From an optimization exercise on the open Yosys and OpenROAD flow, aimed at small area, a short achievable clock period and few clock cycles per item; shortcuts taken in it are not production practice.
The RTL was checked by simulation tests, not by an equivalence proof against the original design.

run G:
Design hft_macd_engine_mc, start of the top module:
module hft_macd_engine_mc #(
   parameter int N_CH            = 4,
   parameter int PRICE_W         = 32,
   parameter int FRAC_W          = 16,
   parameter int ALPHA_FAST      = 10181,
   parameter int ALPHA_SLOW      = 4854,
   parameter int ALPHA_SIG       = 13107,
   parameter int HYST            = 0,
   parameter int WARMUP_TICKS    = 26,
   parameter int STOP_LOSS_PTS   = 50,
   parameter int TAKE_PROFIT_PTS = 100
) (
   input  logic                              clk,
   input  logic                              reset,
   input  logic                              tick_valid,
   output logic                              tick_ready,
   input  logic [$clog2(N_CH)-1:0]           tick_ch,
   input  logic signed [PRICE_W-1:0]         tick_price,
   input  logic                              trade_en,
   output logic                              order_valid,
   input  logic                              order_ready,
   output logic [$clog2(N_CH)-1:0]           order_ch,
   output logic [1:0]                        order_side,
   output logic signed [PRICE_W-1:0]         order_price
);
make LEC_CHECK=0 ABC_AREA=1 CAP_MARGIN=60 CORE_MARGIN=2 CORE_UTILIZATION=60 CTS_CLUSTER_DIAMETER=120 CTS_CLUSTER_SIZE=25 SLEW_MARGIN=60 SYNTH_HIERARCHICAL=1 finish   # period 17.0 ns
run.sh (not shown) runs the stock make flow with config.mk's settings and CLKGATE_MAP_FILE= SYNTH_SCRIPT=/design/flow/synth_recipe.tcl, a recipe that flattens the netlist after the stock synthesis.
Testbench counts of run G, summed over its fixed seeds: cycles 24,040, ticks 24,000.
Modified inputs, run K compared to run G
--- a/flow/design.v
+++ b/flow/design.v
@@ -28,26 +28,26 @@
    localparam int M_W    = E_W + 1;                
    localparam int WARM_W = $clog2(WARMUP_TICKS + 1);
    localparam logic [WARM_W-1:0] WARM_MAX = WARM_W'(WARMUP_TICKS);
    localparam logic [1:0] POS_FLAT = 2'd0, POS_LONG = 2'd1, POS_SHORT = 2'd2;
    logic [E_W-1:0]     fast_q  [N_CH];
    logic [E_W-1:0]     slow_q  [N_CH];
    logic [M_W-1:0]     sig_q   [N_CH];
    logic [WARM_W-1:0]  warm_q  [N_CH];     
    logic [1:0]         pos_q   [N_CH];
    logic [PRICE_W-1:0] entry_q [N_CH];
    logic               rdy_q, qf_q;
-   logic               v0_q, v1_q, v2_q, v3_q;
-   logic [CH_W-1:0]    ch0_q, ch1_q, ch2_q, ch3_q;
-   logic [PRICE_W-1:0] px0_q, px1_q, px2_q, px3_q;
-   logic               te0_q, te1_q, te2_q, te3_q;
+   logic               v1_q, v2_q, v3_q;
+   logic [CH_W-1:0]    ch1_q, ch2_q, ch3_q;
+   logic [PRICE_W-1:0] px1_q, px2_q, px3_q;
+   logic               te1_q, te2_q, te3_q;
    logic [E_W-1:0]     f1n_q, s1n_q, f1_q, s1_q;    
    logic [WARM_W-1:0]  w1_q;
    logic [E_W-1:0]     f2_q, s2_q;
    logic               first2_q, first3_q, ok2_q, ok3_q;
    logic [M_W+1:0]     m3_3_q;
    logic [M_W-1:0]     g3n_q, g3_q;
    logic [3:0]         fe3_q;
    logic               ov_q;
    logic [CH_W-1:0]    och_q, qch_q;
    logic [1:0]         oside_q, qside_q;
    logic [PRICE_W-1:0] opx_q, qpx_q;
@@ -72,25 +72,25 @@
       fast_n = sf1[63:16];
       slow_n = ss1[63:16];
       warm_n = !seen1 ? WARM_W'(1) : (w1_q == WARM_MAX) ? WARM_MAX : w1_q + 1'b1;
    end
    logic [N_CH-1:0] fwdv, seenv;
    always_comb begin
       for (int i = 0; i < N_CH; i++) begin
          fwdv[i]  = v1_q && (ch1_q == i);
          seenv[i] = (warm_q[i] != '0);
       end
    end
-   wire fwd1  = fwdv[ch0_q];
-   wire seen0 = seenv[ch0_q];
-   wire [E_W-1:0] p0 = {px0_q, {FRAC_W{1'b0}}};
+   wire fwd1  = fwdv[tick_ch];
+   wire seen0 = seenv[tick_ch];
+   wire [E_W-1:0] p0 = {tick_price, {FRAC_W{1'b0}}};
    logic [M_W+1:0]  m3_2;
    logic [PRICE_W-1:0] e2;
    logic signed [PRICE_W:0] de2;
    logic [3:0]      fe2;
    csa_m3 u_m3 (.f(f2_q), .s(s2_q), .o(m3_2));
    wire   flat3 = (pos_q[ch3_q] == POS_FLAT);
    assign e2    = (v3_q && flat3 && ch3_q == ch2_q) ? px3_q : entry_q[ch2_q];
    assign de2   = $signed({px2_q[PRICE_W-1], px2_q}) - $signed({e2[PRICE_W-1], e2});
    assign fe2 = {de2 >= TAKE_PROFIT_PTS, de2 <= -TAKE_PROFIT_PTS, de2 >= STOP_LOSS_PTS, de2 <= -STOP_LOSS_PTS};
    logic [64:0]        sg3;
    logic [M_W-1:0]     sig_n;
@@ -149,59 +149,56 @@
             pos_q[i]  <= POS_FLAT;
          end
       end else begin
          for (int i = 0; i < N_CH; i++) begin
             if (run && v1_q && ch1_q == i) warm_q[i] <= warm_n;
             if (run && hit && ch3_q == i) pos_q[i] <= pos_n;
          end
       end
    end
    always_ff @(posedge clk) begin
       if (run) begin
-         ch0_q <= tick_ch;  px0_q <= tick_price;  te0_q <= trade_en;
-         ch1_q <= ch0_q;    px1_q <= px0_q;       te1_q <= te0_q;
-         f1n_q <= ~(fwd1 ? fast_n : seen0 ? fast_q[ch0_q] : p0);
-         s1n_q <= ~(fwd1 ? slow_n : seen0 ? slow_q[ch0_q] : p0);
-         w1_q  <= fwd1 ? warm_n : warm_q[ch0_q];
+         ch1_q <= tick_ch;  px1_q <= tick_price;  te1_q <= trade_en;
+         f1n_q <= ~(fwd1 ? fast_n : seen0 ? fast_q[tick_ch] : p0);
+         s1n_q <= ~(fwd1 ? slow_n : seen0 ? slow_q[tick_ch] : p0);
+         w1_q  <= fwd1 ? warm_n : warm_q[tick_ch];
          ch2_q <= ch1_q;    px2_q <= px1_q;       te2_q <= te1_q;
          first2_q <= !seen1; ok2_q <= (warm_n == WARM_MAX);
          f2_q  <= fast_n;   s2_q <= slow_n;
          ch3_q <= ch2_q;    px3_q <= px2_q;       te3_q <= te2_q;
          first3_q <= first2_q; ok3_q <= ok2_q;
          m3_3_q <= m3_2;
          g3n_q <= ~((v3_q && ch3_q == ch2_q) ? sig_n : first2_q ? '0 : sig_q[ch2_q]);
          fe3_q <= fe2;
       end
    end
    wire pop    = ov_q && order_ready;
    wire neword = run && hit;
    logic qf_n;
    always_comb begin
       if (qf_q) qf_n = !pop;
       else      qf_n = neword && ov_q && !pop;
    end
    always_ff @(posedge clk or posedge reset) begin
       if (reset) begin
          rdy_q <= 1'b0;
          qf_q  <= 1'b0;
-         v0_q  <= 1'b0;
          v1_q  <= 1'b0;
          v2_q  <= 1'b0;
          v3_q  <= 1'b0;
          ov_q  <= 1'b0;
       end else begin
          rdy_q <= !qf_n;
          qf_q  <= qf_n;
          if (run) begin
-            v0_q <= acc;
-            v1_q <= v0_q;
+            v1_q <= acc;
             v2_q <= v1_q;
             v3_q <= v2_q;
          end
          if (qf_q) begin
             if (pop) ov_q <= 1'b1;
          end else if (neword) begin
             if (!ov_q || pop) ov_q <= 1'b1;
          end else if (pop) begin
             ov_q <= 1'b0;
          end
       end
--- outcome ---
- Global-route wire length before repair (run K over run G): decrease, 3.0%
- Synthesized instance count (higher): run G
- Run K gives more iteration count of the initial detailed-routing pass than run G did.
- [diff] minimum clock period after layout, run K relative to run G: regression
- Sequential cell count of run K falls short of that of run G by a few percent.
- Run K falls short of run G in slack of the critical path.
Testbench counts of run K, summed over its fixed seeds: cycles 24,032, ticks 24,000.

## re-timing with driven ports
How much do the figures lean on ideal ports? The routed layouts below were timed once more, with nothing changed but the port constraints. Step 1 sets driving cells, clkbuf_16 on the clock port and buf_2 on the other inputs (assumed; they add their load-dependent delay and slew). Step 2 times the ports against the registers' clock, not the clock port: input delays grow and output delays shrink by t, the midpoint of the rising clock arrivals with the driver on. Slacks: no drivers / after step 1 / after step 2; pairs: no drivers / after step 1.
| run | t, ns | setup slack, ns | worst hold slack (ns) | worst setup path after step 2 | clock arrival spread, ns |
|---|---|---|---|---|---|
| run G | 0.834 | 11.028 / 11.028 / 11.028 | 0.434 / 0.434 / 0.434 | register to register | 0.053 / 0.053 |
| run K | 0.800 | 10.704 / 10.760 / 9.960 | 0.449 / 0.449 / 0.449 | input to register | 0.077 / 0.077 |
After both steps every run listed still meets setup and hold. For run K, which loses most, drivers alone change the setup slack by +0.056 ns; drivers and shift together by -0.744 ns.
